Background: an optimization exercise with open tools, aiming at small area, a short achievable clock period and few clock cycles per item. Do not read the settings as production practice. In this exercise RTL edits were held to simulation tests only and were not proved equivalent to the original.

## design/flow/run.sh

```bash
#!/bin/bash
# synth_recipe.tcl (not shown) runs the flow's synth.tcl, then flattens the netlist and writes it again
# the make line also repeats each setting of config.mk as NAME=value (left out here)
make -C /OpenROAD-flow-scripts/flow DESIGN_CONFIG=/design/flow/config.mk WORK_HOME=/design/flow/orfs CLKGATE_MAP_FILE= SYNTH_SCRIPT=/design/flow/synth_recipe.tcl finish
```

## design/flow/config.mk

```make
export PLATFORM = sky130hd
export DESIGN_NAME = mvu_top
export DESIGN_NICKNAME = mvu_top
export VERILOG_FILES = /design/flow/design.v
export SDC_FILE = /design/flow/constraint.sdc
export NUM_CORES = 4
export LEC_CHECK = 0
export CAP_MARGIN = 20
export CORE_MARGIN = 2
export CORE_UTILIZATION = 50
export SETUP_SLACK_MARGIN = 1.3
export SLEW_MARGIN = 20
export SYNTH_HIERARCHICAL = 1
```

## design/flow/constraint.sdc

```tcl
create_clock -name core_clock -period 5.5 [get_ports {clk}]
set_input_delay 1.1000 -clock core_clock [delete_from_list [all_inputs] [get_ports {clk}]]
set_output_delay 1.1000 -clock core_clock [all_outputs]
set_load 0.01 [all_outputs]
```

## design/flow/design.v

```verilog
package mvu_cfg_pkg;
    typedef logic [6-1:0] bank_addr_t;    
    typedef logic [4-1:0]   prec_t;         
    typedef logic [10-1:0] cntdwn_t;       
    typedef struct packed {
        bank_addr_t ibaseaddr;       
        bank_addr_t wbaseaddr;       
        bank_addr_t istride;         
        bank_addr_t wstride;         
        prec_t      iprecision;      
        prec_t      wprecision;      
        logic       d_signed;        
        logic       w_signed;        
        cntdwn_t    countdown;       
    } job_cfg_t;
endpackage
package mvu_data_pkg;
    typedef logic [4-1:0] data_word_t;
    typedef logic [4*4-1:0] weight_word_t;
    typedef logic signed [32-1:0] acc_t;      
    typedef logic [4*32-1:0] acc_vec_t;
endpackage
`timescale 1ns/1ps
module mvu_add32 (
    input  logic [31:0] a,
    input  logic [31:0] b,
    output logic [31:0] y
);
    assign y = a + b;
endmodule
`timescale 1ns/1ps
module mvu_top (
    input  logic         clk,
    input  logic         rst_n,
    input  logic         start,
    input  mvu_cfg_pkg::bank_addr_t   ibaseaddr,
    input  mvu_cfg_pkg::bank_addr_t   wbaseaddr,
    input  mvu_cfg_pkg::bank_addr_t   istride,
    input  mvu_cfg_pkg::bank_addr_t   wstride,
    input  mvu_cfg_pkg::prec_t        iprecision,
    input  mvu_cfg_pkg::prec_t        wprecision,
    input  logic         d_signed,
    input  logic         w_signed,
    input  mvu_cfg_pkg::cntdwn_t      countdown,
    input  logic         wrc_en,
    input  mvu_cfg_pkg::bank_addr_t   wrc_addr,
    input  mvu_data_pkg::data_word_t   wrc_word,
    output logic         wrc_grnt,
    input  logic         rdc_en,
    input  mvu_cfg_pkg::bank_addr_t   rdc_addr,
    output mvu_data_pkg::data_word_t   rdc_word,
    output logic         rdc_grnt,
    input  logic         wrw_en,
    input  mvu_cfg_pkg::bank_addr_t   wrw_addr,
    input  mvu_data_pkg::weight_word_t wrw_word,
    output logic         done,
    output logic         irq,
    output mvu_data_pkg::acc_t         result_0,
    output mvu_data_pkg::acc_t         result_1,
    output mvu_data_pkg::acc_t         result_2,
    output mvu_data_pkg::acc_t         result_3
);
    localparam int NDP = 8;          
    localparam int DW  = 17;         
    localparam int W   = 32;
    logic [64*4-1:0]  dmem;          
    logic [64*16-1:0] wmem;          
    always_ff @(posedge clk) begin
        for (int i = 0; i < 64; i++) begin
            if (wrc_en && wrc_addr == 6'(i)) dmem[4*i +: 4]   <= wrc_word;
            if (wrw_en && wrw_addr == 6'(i)) wmem[16*i +: 16] <= wrw_word;
        end
    end
    function automatic logic [3:0] rd_d(input logic [64*4-1:0] m, input logic [5:0] a);
        rd_d = m[4*a +: 4];
    endfunction
    function automatic logic [15:0] rd_w(input logic [64*16-1:0] m, input logic [5:0] a);
        rd_w = m[16*a +: 16];
    endfunction
    function automatic logic [5:0] add3(input logic [5:0] a, input logic [5:0] b,
                                       input logic [5:0] c, input logic cin);
        logic [5:0] s, cy;
        s    = a ^ b ^ c;
        cy   = {((a[4:0] & b[4:0]) | (a[4:0] & c[4:0]) | (b[4:0] & c[4:0])), cin};
        add3 = s + cy;
    endfunction
    logic          ph2;              
    localparam int PW = 4;           
    logic          wv;               
    logic          wfirst;           
    logic [1:0]    g;                
    logic [PW-1:0] negq;             
    logic [5:0]    a2_q [NDP-1];     
    logic [5:0]    isa_q;            
    logic [3:0]    ip_q;
    logic          ds_q;
    logic [5:0]    ws4_q;            
    logic [5:0]    na [PW];          
    logic [15:0]   wq [PW];          
    logic [DW-1:0] dv [4];           
    logic [W-1:0]  acs [4];          
    logic [W-1:0]  acc [4];
    logic          done_q, irq_q;
    logic [5:0] s1, s2, s3, s4, s8, sn;
    assign s1 = istride;
    assign s2 = {istride[4:0], 1'b0};
    assign s4 = {istride[3:0], 2'b0};
    assign s8 = {istride[2:0], 3'b0};
    assign sn = ~istride;
    logic [5:0] da1 [NDP];           
    assign da1[0] = ibaseaddr;
    assign da1[1] = ibaseaddr + s1;
    assign da1[2] = ibaseaddr + s2;
    assign da1[3] = add3(ibaseaddr, s1, s2, 1'b0);
    assign da1[4] = ibaseaddr + s4;
    assign da1[5] = add3(ibaseaddr, s1, s4, 1'b0);
    assign da1[6] = add3(ibaseaddr, s2, s4, 1'b0);
    assign da1[7] = add3(ibaseaddr, s8, sn, 1'b1);
    logic [5:0] da1s;
    assign da1s = da1[iprecision[3] ? 3'(NDP - 1) : iprecision[2:0]];
    logic [5:0] da [NDP];
    logic [3:0] dw [NDP];
    for (genvar p = 0; p < NDP; p++) begin : g_dport
        logic [5:0] a2;
        if (p < NDP - 1) begin : g_plain
            assign a2 = a2_q[p];
        end else begin : g_sign
            assign a2 = isa_q;           
        end
        if (p == 0) begin : g_p0
            assign da[p] = ph2 ? a2 : (start ? da1[p] : rdc_addr);
        end else if (p < NDP - 1) begin : g_pn
            assign da[p] = ph2 ? a2 : da1[p];
        end else begin : g_ps
            assign da[p] = ph2 ? a2 : da1s;
        end
        assign dw[p] = rd_d(dmem, da[p]);
    end
    logic [3:0] dsw;
    assign dsw = dw[NDP-1];
    logic [5:0] t1, t2, t3, t4, t8, t12, tb;
    assign t1  = wstride;
    assign t2  = {wstride[4:0], 1'b0};
    assign t3  = t1 + t2;
    assign t4  = {wstride[3:0], 2'b0};
    assign t8  = {wstride[2:0], 3'b0};
    assign t12 = t4 + t8;
    always_comb begin
        case (wprecision[3:2])
            2'd0: tb = '0;
            2'd1: tb = t4;
            2'd2: tb = t8;
            default: tb = t12;
        endcase
    end
    logic [5:0]  ta [PW];
    logic [15:0] rw [PW];
    assign ta[0] = wbaseaddr + tb;
    assign ta[1] = add3(wbaseaddr, tb, t1, 1'b0);
    assign ta[2] = add3(wbaseaddr, tb, t2, 1'b0);
    assign ta[3] = add3(wbaseaddr, tb, t3, 1'b0);
    for (genvar i = 0; i < PW; i++) begin : g_wport
        assign rw[i] = rd_w(wmem, start ? ta[i] : na[i]);
    end
    logic advance;                   
    logic wlast;
    assign advance = wv & ~ph2;
    assign wlast   = (g == 2'd0);
    always_ff @(posedge clk) begin
        if (!rst_n) begin
            wv     <= 1'b0;
            ph2    <= 1'b0;
            done_q <= 1'b0;
            irq_q  <= 1'b0;
        end else begin
            done_q <= advance & wlast & ~start;
            if (start) begin
                wv    <= 1'b1;
                ph2   <= iprecision[3];
                irq_q <= 1'b0;
            end else begin
                ph2 <= 1'b0;
                if (advance && wlast) begin
                    wv    <= 1'b0;
                    irq_q <= 1'b1;
                end
            end
        end
    end
    always_ff @(posedge clk) begin
        if (start) begin
            for (int p = 0; p < NDP - 1; p++) a2_q[p] <= ibaseaddr + 6'(p + 8) * istride;
            isa_q     <= ibaseaddr + iprecision * istride;
            ip_q      <= iprecision;
            ds_q      <= d_signed;
            ws4_q     <= t4;
            g         <= wprecision[3:2];
            wfirst    <= 1'b1;
            for (int i = 0; i < PW; i++) begin
                na[i]   <= ta[i] - t4;
                wq[i]   <= rw[i] & {16{2'(i) <= wprecision[1:0]}};
                negq[i] <= w_signed & (2'(i) == wprecision[1:0]);
            end
        end else if (advance && !wlast) begin
            g      <= g - 2'd1;
            wfirst <= 1'b0;
            for (int i = 0; i < PW; i++) begin
                na[i]   <= na[i] - ws4_q;
                wq[i]   <= rw[i];
                negq[i] <= 1'b0;
            end
        end
    end
    for (genvar k = 0; k < 4; k++) begin : g_del
        always_ff @(posedge clk) begin
            if (start) begin
                for (int b = 0; b < NDP - 1; b++)
                    dv[k][b] <= (4'(b) <= iprecision) ? dw[b][k] : (d_signed & dsw[k]);
                dv[k][NDP-1] <= dsw[k] & ((iprecision >= 4'(NDP - 1)) | d_signed);
                for (int b = NDP; b < DW; b++)
                    dv[k][b] <= d_signed & dsw[k];
            end else begin
                if (rdc_en) dv[k][0] <= dw[0][k];
                if (ph2) begin
                    for (int b = 0; b < NDP - 1; b++)
                        dv[k][NDP+b] <= (4'(NDP + b) <= ip_q) ? dw[b][k] : (ds_q & dw[NDP-1][k]);
                    dv[k][2*NDP-1] <= dw[NDP-1][k] & ((ip_q == 4'd15) | ds_q);
                    dv[k][2*NDP]   <= ds_q & dw[NDP-1][k];
                end
            end
        end
    end
    localparam logic [W-1:0] BIAS16 = -(W'(1) << 22);
    function automatic logic [2*W-1:0] csa(input logic [W-1:0] a, input logic [W-1:0] b,
                                           input logic [W-1:0] c);
        logic [W-1:0] s, cy;
        s   = a ^ b ^ c;
        cy  = ((a & b) | (a & c) | (b & c)) << 1;
        csa = {cy, s};
    endfunction
    logic [15:0] wp_ [PW];
    logic [15:0] wn_ [PW];
    for (genvar i = 0; i < PW; i++) begin : g_wsplit
        assign wp_[i] = wq[i] & {16{~negq[i]}};
        assign wn_[i] = wq[i] & {16{negq[i]}};
    end
    for (genvar j = 0; j < 4; j++) begin : g_lane
        logic [W-1:0] r0 [18];
        logic [W-1:0] r1 [12];
        logic [W-1:0] r2 [8];
        logic [W-1:0] r3 [6];
        logic [W-1:0] r4 [4];
        logic [W-1:0] r5 [3];
        logic [W-1:0] fs, fc;
        logic [3:0]   c3;            
        for (genvar i = 0; i < PW; i++) begin : g_pl
            for (genvar k = 0; k < 4; k++) begin : g_t
                logic [DW-1:0] v;
                logic [W-1:0]  hole;
                assign v = ({DW{wp_[i][4*j+k]}} & dv[k]) | ({DW{wn_[i][4*j+k]}} & ~dv[k]);
                if (i == 0) begin : g_h0
                    assign hole = W'(k == 0 && wlast) << 18;
                end else begin : g_hn
                    assign hole = W'(wn_[i-1][4*j+k]) << (i - 1);
                end
                assign r0[4*i+k] = (W'(v ^ (DW'(1) << (DW-1))) << i) | hole;
            end
        end
        assign c3 = wn_[3][4*j +: 4];
        assign r0[16] = wfirst ? (BIAS16 | W'({c3[0] & c3[1], c3[0] ^ c3[1], 3'b0}))
                               : (acs[j] << 4);
        assign r0[17] = wfirst ? W'({c3[2] & c3[3], c3[2] ^ c3[3], 3'b0}) : (acc[j] << 4);
        for (genvar t = 0; t < 6; t++) begin : g_l1
            assign {r1[2*t+1], r1[2*t]} = csa(r0[3*t], r0[3*t+1], r0[3*t+2]);
        end
        for (genvar t = 0; t < 4; t++) begin : g_l2
            assign {r2[2*t+1], r2[2*t]} = csa(r1[3*t], r1[3*t+1], r1[3*t+2]);
        end
        for (genvar t = 0; t < 2; t++) begin : g_l3
            assign {r3[2*t+1], r3[2*t]} = csa(r2[3*t], r2[3*t+1], r2[3*t+2]);
        end
        assign r3[4] = r2[6];
        assign r3[5] = r2[7];
        for (genvar t = 0; t < 2; t++) begin : g_l4
            assign {r4[2*t+1], r4[2*t]} = csa(r3[3*t], r3[3*t+1], r3[3*t+2]);
        end
        assign {r5[1], r5[0]} = csa(r4[0], r4[1], r4[2]);
        assign r5[2] = r4[3];
        assign {fc, fs} = csa(r5[0], r5[1], r5[2]);
        always_ff @(posedge clk) begin
            if (!rst_n) begin
                acs[j] <= '0;
                acc[j] <= '0;
            end else if (advance) begin
                acs[j] <= fs;
                acc[j] <= fc;
            end
        end
    end
    mvu_add32 u_res0 (.a(acs[0]), .b(acc[0]), .y(result_0));
    mvu_add32 u_res1 (.a(acs[1]), .b(acc[1]), .y(result_1));
    mvu_add32 u_res2 (.a(acs[2]), .b(acc[2]), .y(result_2));
    mvu_add32 u_res3 (.a(acs[3]), .b(acc[3]), .y(result_3));
    assign done     = done_q;
    assign irq      = irq_q;
    assign wrc_grnt = 1'b1;
    assign rdc_grnt = 1'b1;
    assign rdc_word = {dv[3][0], dv[2][0], dv[1][0], dv[0][0]};
endmodule
```

==> results.sh, run 1 <==
export IMPL_status="complete, no violations"
export IMPL_tightest_slew_ns=1.15
export IMPL_cts_tree="done"
export IMPL_crit_required_ns=6.29
export IMPL_final_hold_viol_count=0
export IMPL_finClkSkew_ns=0.102
export IMPL_start_kind="register"
export IMPL_hpwl_mm=485
export IMPL_grt_max_degree=146
export IMPL_ioPinCount=224
export IMPL_stdcell_count=19700
export IMPL_synth_edf_count=1489
export IMPL_io_buffers=211
export IMPL_crit_type="reg -> reg"
export IMPL_dr_pass1_iters=7
export IMPL_syn_cell_area_um2=158000
export IMPL_antenna_found_initial=45
export IMPL_ys_warn_count=81
export IMPL_slew_viol_final=0
export IMPL_synth_flop_cell="edfxtp_1"
export IMPL_fin_crit_ns=5.07
export IMPL_grt_pass1_wl_mm=938
export IMPL_fin_crit_sh_pct=92.1
export IMPL_synth_seq_cells=1734
export IMPL_clock_fmax_ghz=0.197
export IMPL_fp_row_count=206
export IMPL_hold_start="irq_q$_SDFFE_PP0P_"
export IMPL_die_area_um2=320000
export IMPL_syn_inst=14300
export IMPL_cts_max_level=4
export IMPL_synth_cell_types=80
export IMPL_end_kind="register"
export IMPL_clock_root_buffer="clkbuf_16"
export IMPL_syn_area_per_cell_um2=11.0
export IMPL_core_area_um2=314000
export IMPL_ys_seq_area_share_pct=31.5
export IMPL_design_area_um2=195000
export IMPL_vias=132000
export IMPL_clock_sinks=1734
export IMPL_arrival_ns=5.86
export IMPL_async_flop_share_pct=0
export IMPL_drive_gt1_share_pct=30.6
export IMPL_layout_cells_most_common_list="nand2_1, edfxtp_1, buf_4"
export IMPL_setup_viol=0
export IMPL_slew_headroom_pct=23.0
export IMPL_ctsHoldBuffers=0
export IMPL_drc=0
export IMPL_final_common_cell="nand2_1"
export IMPL_routabilityCongestion=1.04
export IMPL_grt_use_total_pct=41.2
export IMPL_drtAntennaViolNets=0
export IMPL_die_w_um=565
export IMPL_wirelength_mm=678
export IMPL_placedCellCount=18800
export IMPL_numCtsBuffers=210
export IMPL_place_area_um2=173000
export IMPL_grt_overflow=0
export IMPL_start_util_pct=50.1
export IMPL_clk_transition_reported_paths_ns=0.06
export IMPL_rsz0062_at_grt="true"
export IMPL_syn_to_final_growth_pct=23.7
export IMPL_cp_startpoint="negq[1]$_SDFFCE_PN0N_"
export IMPL_avgRoutedWirePerCell_um=34.4
export IMPL_cts_buffer_depth=4
export IMPL_first_global_vias=128000
export IMPL_setup_tns_ns=0
export IMPL_insertion_delay_ns=0.96
export IMPL_viasPerCell=6.69
export IMPL_path_max_fanout=12
export IMPL_drv_cap=0
export IMPL_die_y_um=565
export IMPL_post_route_util_pct=62.0
export IMPL_drt_iter0_drc=18900
export IMPL_worstReg2RegStart="negq[1]$_SDFFCE_PN0N_"
export IMPL_min_delay_path_class="reg -> reg"
export IMPL_nets=17100
layer usage:
| layer | track usage, % | part of all wire (%) | routed length (um) | vias up |
|---|---|---|---|---|
| met1 | 55.5 | 37 | 250000 | 66900 |
| met4 | 21.4 | 6.9 | 46700 | 26 |
| met2 | 60.1 | 42 | 286000 | 9764 |
| met5 | 0 | 0.024 | 160 | - |
| met3 | 12.4 | 14 | 94500 | 2168 |
| li1 | - | - | - | 53200 |
synth_stat cells, drive strengths merged (164+ instances only):
library cell,n,share of area [%]
nand2,2460,5.9
mux2i,672,4.3
fa,1164,15
mux4,1008,14
a311oi,304,1.7
a21oi,388,1.2
a21boi,237,1.1
a31oi,186,0.74
xor2,373,2.1
and2,913,3.6
dfxtp,245,3.1
nor2b,218,0.87
inv,1146,2.7
edfxtp,1489,28
nand3,193,0.61
ha,479,3.8
clkbuf,668,1.6
xnor2,164,0.92
nor2,260,0.62
a211oi,659,3.1
buf,376,1.2
Yosys stat by module (local to each module, per instance):
module / cell area, um^2 / cells inside / copies in the design / flip-flops and latches
mvu_add32: 1740 / 241 / 4 / 0
mvu_top: 151000 / 13300 / 1 / 1734
logic make-up after synthesis:
group	after synthesis	synth area share, %
and+or+nand+nor	4283	12.5
adders and majority gates	1647	18.6
DFF	1734	31.5
AOI/OAI and AO/OA	2206	10.0
buffers and inverters	2190	5.51
other	2	0.00477
xor gates and xnor gates	537	2.99
muxes	1702	18.8
state kept, by name (all words and copies together), names as in the netlist, 2 cells and up:
signal,count
isa_q,6
dv,68
na,22
a2_q,34
acs,128
wmem,1024
ws4_q,4
negq,4
wq,64
dmem,256
g,2
ip_q,4
acc,112
final cells by class:
cell class / instances / area, um^2
sequential: 1734 / 49800
clock inverter: 127 / 1480
multi-input combinational: 10400 / 109000
timing repair buffer: 1891 / 20000
clock buffer: 258 / 5550
antenna: 17 / 42.5
tap: 4160 / 5200
fill: 24700 / 119000
inverter: 1146 / 4300
worst max-delay path, cell delays in order, from the launching register on:
cell and delay (ns):
edfxtp_1 0.41, buf_12 0.19, buf_12 0.16, clkbuf_16 0.20, buf_4 0.17, xor2_2 0.53
nand2_1 0.13, ha_1 0.25, fa_1 0.51, fa_1 0.55, inv_1 0.06, fa_2 0.48
fa_1 0.53, inv_2 0.04, fa_1 0.47, nand2_1 0.05, a21boi_1 0.16
worst paths after layout:
| check | slack [ns] | end | cells after the start |
|---|---|---|---|
| worst max-delay path | 0.43 | acs[3][18]$_SDFFE_PN0P_ | 16 |
| worst min-delay path | 0.46 | irq_q$_SDFFE_PP0P_ | 1 |
| worst max register to register | 0.43 | acs[3][18]$_SDFFE_PN0P_ | 16 |
| worst min register to register | 0.46 | irq_q$_SDFFE_PP0P_ | 1 |
metrics by stage:
stage | setup slack, ns | hold WS, ns
6_report | 0.434 | 0.461
5_1_grt | 0.332 | 0.489
4_1_cts | 0.548 | 0.464
3_5_place_dp | -0.558 | 0.451
3_3_place_gp | -0.563 | 0.442
2_1_floorplan | 0.940 | 0.447
what timing repair did:
action	4_1_cts	5_1_grt
cloned	16	28
endpoints found under the setup margin	388	347
pin swaps	238	579
hold endpoints to repair	0	0
resized for setup	1190	1300
buffers inserted	259	219
Testbench counts, summed over its fixed seeds: cycles 2,414, jobs 960.
==> run 2: changes to the inputs <==
--- a/design/flow/design.v
+++ b/design/flow/design.v
@@ -91,3 +91,2 @@
     logic [1:0]    g;                
-    logic [PW-1:0] negq;             
     logic [5:0]    a2_q [NDP-1];     
@@ -98,3 +97,4 @@
     logic [5:0]    na [PW];          
-    logic [15:0]   wq [PW];          
+    logic [15:0]   wqp [PW];         
+    logic [15:0]   wqn [PW];         
     logic [DW-1:0] dv [4];           
@@ -200,4 +200,9 @@
                 na[i]   <= ta[i] - t4;
-                wq[i]   <= rw[i] & {16{2'(i) <= wprecision[1:0]}};
-                negq[i] <= w_signed & (2'(i) == wprecision[1:0]);
+                if (w_signed && 2'(i) == wprecision[1:0]) begin
+                    wqp[i] <= '0;
+                    wqn[i] <= rw[i];
+                end else begin
+                    wqp[i] <= rw[i] & {16{2'(i) <= wprecision[1:0]}};
+                    wqn[i] <= '0;
+                end
             end
@@ -208,4 +213,4 @@
                 na[i]   <= na[i] - ws4_q;
-                wq[i]   <= rw[i];
-                negq[i] <= 1'b0;
+                wqp[i]  <= rw[i];
+                wqn[i]  <= '0;
             end
@@ -243,4 +248,4 @@
     for (genvar i = 0; i < PW; i++) begin : g_wsplit
-        assign wp_[i] = wq[i] & {16{~negq[i]}};
-        assign wn_[i] = wq[i] & {16{negq[i]}};
+        assign wp_[i] = wqp[i];
+        assign wn_[i] = wqn[i];
     end
==> run 2 against run 1 <==
Effect of this change: via count rose by 5.0%; critical path depth fell by 1; final cell count rose by 5.8%; non-clock buffer count rose by 407; design area rose by 5.4%; clock skew fell by 0.012 ns; core utilization rose by 0.23 points; still clean on timing, DRC and antenna; global-route usage fell by 1.3 points; clock-buffer cell count fell by 7; worst hold slack improved by 0.00060 ns; die area rose by 5.1%; sequential share of layout area fell by 0.45 points.
==> results.sh, run 2 <==
export IMPL_path_buf_inv=6
export IMPL_async_flop_share_pct=0
export IMPL_tightest_slew_ns=1.38
export IMPL_insertion_delay_ns=0.98
export IMPL_die_y_um=580
export IMPL_yosys_top_cells_area="edfxtp_1, fa_1, mux4_2, mux2i_1, nand2_1"
export IMPL_cts_max_level=4
export IMPL_setup_tns_ns=0
export IMPL_avgRoutedWirePerCell_um=33.0
export IMPL_synth_seq_cells=1794
export IMPL_grt_pass1_wl_mm=969
export IMPL_io_buffers=211
export IMPL_r2r_slack_ns=0.80
export IMPL_ys_warn_count=83
export IMPL_dp_worst_setup_slack_ns=-0.643
export IMPL_yosysMostFrequentCell="nand2_1"
export IMPL_crit_type="reg -> reg"
export IMPL_setup_viol=0
export IMPL_largest_reg_flops=1024
export IMPL_drtAntennaViolNets=0
export IMPL_drc=0
export IMPL_final_hold_viol_count=0
export IMPL_syn_inst=15100
export IMPL_synth_flop_cell="edfxtp_1"
export IMPL_cts_tree="done"
export IMPL_routabilityCongestion=1.04
export IMPL_nets=18100
export IMPL_regMostFlops="wmem"
export IMPL_die_w_um=580
export IMPL_ys_top_cells_by_count="nand2_1, edfxtp_1, inv_1, fa_1, clkbuf_1"
export IMPL_top_regs="wmem (1024), dmem (256), acs (128)"
export IMPL_rsz0062_at_grt="true"
export IMPL_syn_cell_area_um2=166000
export IMPL_synth_edf_count=1549
export IMPL_fp_row_count=211
export IMPL_clk_transition_reported_paths_ns=0.06
export IMPL_fin_crit_sh_pct=85.5
export IMPL_start_util_pct=50.2
export IMPL_layout_cells_most_common_list="nand2_1, edfxtp_1, buf_4"
export IMPL_synth_top_family_by_area="multiplexers"
export IMPL_viasPerCell=6.64
export IMPL_clock_root_buffer="clkbuf_16"
export IMPL_syn_area_per_cell_um2=11.0
export IMPL_wirelength_mm=688
export IMPL_synth_top_area_share_pct=28.1
export IMPL_min_delay_path_class="reg -> reg"
export IMPL_synth_compound_area_share_pct=11.7
export IMPL_hpwl_mm=460
export IMPL_clock_sinks=1794
export IMPL_synth_mux_area_share_pct=22.0
export IMPL_fin_ws_ns=0.798
export IMPL_crit_chain="buf_6 -> clkbuf_16 -> mux2_4 -> fa_1 -> inv_2 -> fa_1 -> inv_2 -> fa_2 -> inv_2 -> fa_2 -> fa_1 -> inv_1 -> fa_2 -> nand2_2 -> a21boi_1"
export IMPL_antenna_found_initial=24
export IMPL_yosys_area_share_xor_xnor_pct=1.31
export IMPL_cts_buffer_depth=4
export IMPL_ioPinCount=224
export IMPL_crit_slowest_cell="fa_1"
export IMPL_start_kind="register"
export IMPL_synth_largest_area_cell="edfxtp_1"
export IMPL_fin_crit_ns=4.70
export IMPL_numCtsBuffers=216
export IMPL_end_kind="register"
export IMPL_crit_family="adder cells"
export IMPL_core_area_um2=330000
export IMPL_syn_to_final_growth_pct=24.0
export IMPL_drv_cap=0
export IMPL_synthSimpleGateAreaFrac_pct=10.0
export IMPL_clock_fmax_ghz=0.213
export IMPL_dr_pass1_iters=9
export IMPL_status="complete, no violations"
export IMPL_synth_fa_ha_area_share_pct=17.8
export IMPL_die_area_um2=336000
export IMPL_ctsHoldBuffers=0
export IMPL_grt_overflow=0
export IMPL_synth_cell_types=116
export IMPL_final_common_cell="nand2_1"
export IMPL_slew_headroom_pct=7.80
export IMPL_slowest_delay_ns=0.57
export IMPL_arrival_ns=5.55
export IMPL_ys_seq_area_share_pct=31.0
export IMPL_path_max_fanout=5
export IMPL_drt_iter0_drc=19200
export IMPL_finClkSkew_ns=0.0901
export IMPL_grt_use_total_pct=39.9
export IMPL_first_global_vias=138000
export IMPL_vias=139000
export IMPL_grt_max_degree=146
export IMPL_slew_viol_final=0
export IMPL_crit_required_ns=6.35
export IMPL_drive_gt1_share_pct=33.9
==> run 2: changes by cell type after synthesis, moves of 106 or more <==
cell | previous run | this run
mux4_2 | 1008 | 902
inv_1 | 1146 | 1272
a211oi_1 | 658 | 878
xor2_1 | 373 | 99
mux2_2 | 22 | 645
nand2_1 | 2460 | 2136
clkbuf_1 | 668 | 941
mux2i_1 | 670 | 884
o21ai_0 | 90 | 226
and2_1 | 911 | 571
==> run 2: final timing paths <==
path | start | to | cells after the start
hold reg to reg | irq_q$_SDFFE_PP0P_ | irq_q$_SDFFE_PP0P_ | 1
setup / recovery | wqn[3][0]$_SDFFCE_PN0N_ | acs[0][11]$_SDFFE_PN0P_ | 15
hold / removal | irq_q$_SDFFE_PP0P_ | irq_q$_SDFFE_PP0P_ | 1
setup reg to reg | wqn[3][0]$_SDFFCE_PN0N_ | acs[0][11]$_SDFFE_PN0P_ | 15
==> run 2: per-module statistics from Yosys, one instance, submodules excluded <==
module	area, um^2	times used	flops+latches	cells inside
mvu_top	159000	1	1794	14100
mvu_add32	1740	4	0	241
==> run 2: per-layer routing <==
metal,up-vias,track usage [%],part of all wire (%)
li1,57100,-,-
met4,18,23.4,7.4
met3,2054,12.9,13
met5,-,0.199,0.032
met2,9536,58.8,43
met1,70000,51.5,37
==> run 2: cell type report <==
| type | instances | area, um^2 |
|---|---|---|
| Antenna cell | 8 | 20.0 |
| Clock buffer | 251 | 5670 |
| Clock inverter | 144 | 1500 |
| Fill cell | 25700 | 125000 |
| Inverter | 1273 | 4800 |
| Multi-Input combinational cell | 10700 | 111000 |
| Sequential cell | 1794 | 51500 |
| Tap cell | 4366 | 5460 |
| Timing Repair Buffer | 2298 | 25300 |
==> run 2: metrics by stage <==
step | util, % | hold slack [ns] | instance area (um^2) | instances
after global routing | 62.2 | 0.490 | 205000 | 20900
after global placement | 54.9 | 0.454 | 181000 | 19600
final | 62.2 | 0.462 | 205000 | 20900
after floorplan | - | 0.443 | 167000 | 15100
after detailed placement | 54.9 | 0.452 | 181000 | 19600
after CTS | 60.7 | 0.454 | 200000 | 20700
==> run 2: kinds of logic (layout without fill, tap and decap cells) <==
group                    after synthesis  after routing
AO/OA/AOI/OAI                       2724           2725
XOR/XNOR                             245            245
adder cells (fa/ha/maj)             1648           1648
buffers and inverters               2565           3966
flip-flops                          1794           1794
multiplexers                        2433           2433
other                                  2             30
AND/OR/NAND/NOR                     3666           3667
==> run 2: worst register-to-register path, stage by stage (launching register included) <==
cell	delay [ns]
edfxtp_1	0.51
buf_6	0.18
clkbuf_16	0.16
mux2_4	0.27
fa_1	0.50
inv_2	0.05
fa_1	0.57
inv_2	0.05
fa_2	0.53
inv_2	0.04
fa_2	0.46
fa_1	0.50
inv_1	0.06
fa_2	0.52
nand2_2	0.06
a21boi_1	0.12
==> run 2: what timing repair did <==
action                      CTS  global route
pin swaps                   508           495
setup endpoints to repair   443           411
resized for setup          1648           948
gates cloned                 32            14
buffers inserted            613           185
Testbench counts of run 2, summed over its fixed seeds: cycles 2,414, jobs 960.
==> run 3: changes to the inputs <==
--- a/design/flow/config.mk
+++ b/design/flow/config.mk
@@ -10,3 +10,3 @@
 export CORE_UTILIZATION = 50
-export SETUP_SLACK_MARGIN = 1.3
+export SETUP_SLACK_MARGIN = 1.6
 export SLEW_MARGIN = 20
==> run 3 against run 2 <==
Effect of this change: sequential share of layout area down 0.28 points; global-route usage is 0.48 points lower; area after synthesis unchanged; non-clock buffer count up 156; fmax fell by 0.71%; critical endpoint is now acs[1][16]$_SDFFE_PN0P_; still clean on timing, DRC and antenna; synthesized cell count unchanged.
==> results.sh, run 3 <==
export IMPL_drv_cap=0
export IMPL_post_route_util_pct=63.0
export IMPL_ys_top_cells_by_count="nand2_1, edfxtp_1, inv_1, fa_1, clkbuf_1"
export IMPL_numCtsBuffers=213
export IMPL_first_global_vias=139000
export IMPL_synth_largest_area_cell="edfxtp_1"
export IMPL_start_util_pct=50.2
export IMPL_synth_cell_types=116
export IMPL_setup_viol=0
export IMPL_dr_pass1_iters=10
export IMPL_r2r_cells=15
export IMPL_regMostFlops="wmem"
export IMPL_drive_gt1_share_pct=34.7
export IMPL_die_area_um2=336000
export IMPL_crit_chain="buf_12 -> buf_12 -> buf_6 -> buf_12 -> mux2_4 -> fa_2 -> inv_2 -> fa_2 -> fa_2 -> fa_2 -> fa_1 -> inv_2 -> fa_2 -> nand2_1 -> a21boi_1"
export IMPL_drc=0
export IMPL_fin_ws_ns=0.764
export IMPL_async_flop_share_pct=0
export IMPL_clock_fmax_ghz=0.211
export IMPL_yosys_top_cells_area="edfxtp_1, fa_1, mux4_2, mux2i_1, nand2_1"
export IMPL_avgRoutedWirePerCell_um=32.3
export IMPL_drt_iter0_drc=18400
export IMPL_hpwl_mm=461
export IMPL_nets=18200
export IMPL_holdPathEnd="irq_q$_SDFFE_PP0P_"
export IMPL_r2r_slack_ns=0.76
export IMPL_finClkSkew_ns=0.0664
export IMPL_status="complete, no violations"
export IMPL_crit_type="reg -> reg"
export IMPL_ioPinCount=224
export IMPL_slew_viol_final=0
export IMPL_cts_tree="done"
export IMPL_cp_common_cell="fa_2"
export IMPL_grt_use_total_pct=39.4
export IMPL_antenna_found_initial=19
export IMPL_insertion_delay_ns=1.00
export IMPL_clock_sinks=1794
export IMPL_clock_root_buffer="clkbuf_16"
export IMPL_ctsHoldBuffers=0
export IMPL_fp_row_count=211
export IMPL_fin_crit_sh_pct=86.1
export IMPL_synth_edf_count=1549
export IMPL_slew_headroom_pct=3.43
export IMPL_end_kind="register"
export IMPL_final_common_cell="nand2_1"
export IMPL_layout_cells_most_common_list="nand2_1, edfxtp_1, buf_4"
export IMPL_die_w_um=580
export IMPL_hold_start="irq_q$_SDFFE_PP0P_"
export IMPL_slowest_delay_ns=0.57
export IMPL_crit_slowest_cell="fa_2"
export IMPL_routabilityCongestion=1.02
export IMPL_drtAntennaViolNets=0
export IMPL_largest_reg_flops=1024
export IMPL_design_area_um2=208000
export IMPL_final_hold_viol_count=0
export IMPL_worstReg2RegStart="dv[0][15]$_DFFE_PP_"
export IMPL_grt_pass1_wl_mm=962
export IMPL_ys_seq_area_share_pct=31.0
export IMPL_vias=140000
export IMPL_path_max_fanout=6
export IMPL_viasPerCell=6.65
export IMPL_syn_to_final_growth_pct=25.5
export IMPL_syn_area_per_cell_um2=11.0
export IMPL_syn_inst=15100
export IMPL_start_kind="register"
export IMPL_synth_seq_cells=1794
export IMPL_crit_required_ns=6.38
export IMPL_r2r_end="acs[1][16]$_SDFFE_PN0P_"
export IMPL_io_buffers=211
export IMPL_die_y_um=580
export IMPL_wirelength_mm=680
export IMPL_clk_transition_reported_paths_ns=0.07
export IMPL_grt_overflow=0
export IMPL_core_area_um2=330000
export IMPL_cts_max_level=4
export IMPL_arrival_ns=5.62
export IMPL_fin_crit_ns=4.74
export IMPL_cts_buffer_depth=4
export IMPL_top_regs="wmem (1024), dmem (256), acs (128)"
export IMPL_min_delay_path_class="reg -> reg"
export IMPL_rsz0062_at_grt="true"
export IMPL_synth_flop_cell="edfxtp_1"
export IMPL_grt_max_degree=164
export IMPL_place_area_um2=182000
export IMPL_setup_tns_ns=0
export IMPL_synth_top_area_share_pct=28.1
export IMPL_ys_warn_count=83
export IMPL_dp_worst_setup_slack_ns=-0.802
export IMPL_tightest_slew_ns=1.45
export IMPL_holdPathStages=1
export IMPL_cp_startpoint="dv[0][15]$_DFFE_PP_"
export IMPL_yosysMostFrequentCell="nand2_1"
export IMPL_syn_cell_area_um2=166000
## run 3: cell families after synthesis
logic type / count (synthesis) / share of synthesized area, %
simple gates: 3666 / 10.0
compound gates: 2724 / 11.7
buf+inv: 2565 / 6.16
mux: 2433 / 22.0
flops: 1794 / 31.0
fa+ha+maj: 1648 / 17.8
xor+xnor: 245 / 1.31
other cells: 2 / 0.00453
## run 3: final cells by class
class / count / area, um^2
Timing Repair Buffer: 2454 / 26500
Multi-Input combinational cell: 10700 / 112000
Inverter: 1273 / 4800
Clock inverter: 149 / 1900
Tap cell: 4366 / 5460
Clock buffer: 242 / 5510
Fill cell: 25400 / 122000
Sequential cell: 1794 / 51600
Antenna cell: 9 / 22.5
## run 3: critical path, delay by kind of cell (launching register included)
kind / cells / cell delay, ns
mux: 1 / 0.30
fa+ha+maj: 6 / 3.03
simple gates: 1 / 0.05
buf+inv: 6 / 0.66
flops: 1 / 0.47
compound gates: 1 / 0.14
## run 3: routing by layer
metal  vias to the layer above  track usage (%)  share of wire [%]  wire length (um)
met5                         -           0.0567              0.019               130
met3                      2237             10.9                 12             81900
met1                     70500             50.4                 36            247000
met2                      9651             59.9                 44            299000
li1                      57300                -                  -                 -
met4                        20             23.5                7.6             51500
## run 3: timing repair
action / in CTS / in global routing
gates resized for setup: 1867 / 956
endpoints found under the setup margin: 459 / 446
buffers inserted: 656 / 213
pin swaps: 513 / 516
hold endpoints to repair: 0 / 0
cloned: 31 / 12
## run 3: stage by stage
stage                     hold WS, ns  std cells
after floorplan                 0.443      15100
after global placement          0.451      19700
after detailed placement        0.446      19700
after CTS                       0.463      20800
after global routing            0.473      21000
final                           0.459      21000
## run 3: Yosys stat by module, one instance, submodules excluded
module	cells	flip-flops and latches	area [um^2]
mvu_top	14100	1794	159000
mvu_add32	241	0	1740
## run 3: worst max path at each step
stage	end	slack, ns	cells past startpoint
after floorplan	dv[2][5]$_DFFE_PP_	0.66	17
after global placement	dv[0][8]$_DFFE_PP_	-0.85	20
after detailed placement	dv[0][8]$_DFFE_PP_	-0.80	20
after CTS	acs[0][17]$_SDFFE_PN0P_	0.88	14
after global routing	acs[1][17]$_SDFFE_PN0P_	0.70	16
final	acs[1][16]$_SDFFE_PN0P_	0.76	15

separate check: timing with driven ports:
How much do the figures lean on ideal ports? The routed layouts below were timed once more, with nothing changed but the port constraints.
Step 1, drivers: a clkbuf_16 drives clk and a buf_2 each remaining input, both assumed.
Step 2 times the ports against the registers' clock, not the clock port: input delays grow and output delays shrink by t, the midpoint of the rising clock arrivals with the driver on.
Three values: no drivers, after step 1, after step 2; two values: the first two.
run | shift t [ns] | setup WS [ns] | clock arrival spread, ns | worst slew at a driven data input, ns | pins driven straight from the clock port
run 1 | 1.023 | 0.434 / 0.434 / 0.283 | 0.110 / 0.110 | 0.17 | 1
run 2 | 1.043 | 0.798 / 0.798 / -0.069 | 0.099 / 0.099 | 0.24 | 1
run 3 | 1.087 | 0.764 / 0.764 / -0.069 | 0.069 / 0.069 | 0.23 | 1
Met with ideal ports but missed after step 2: setup timing in run 2 and run 3. For run 2, which loses most, drivers alone change the setup slack by 0.000 ns; drivers and shift together by -0.867 ns.
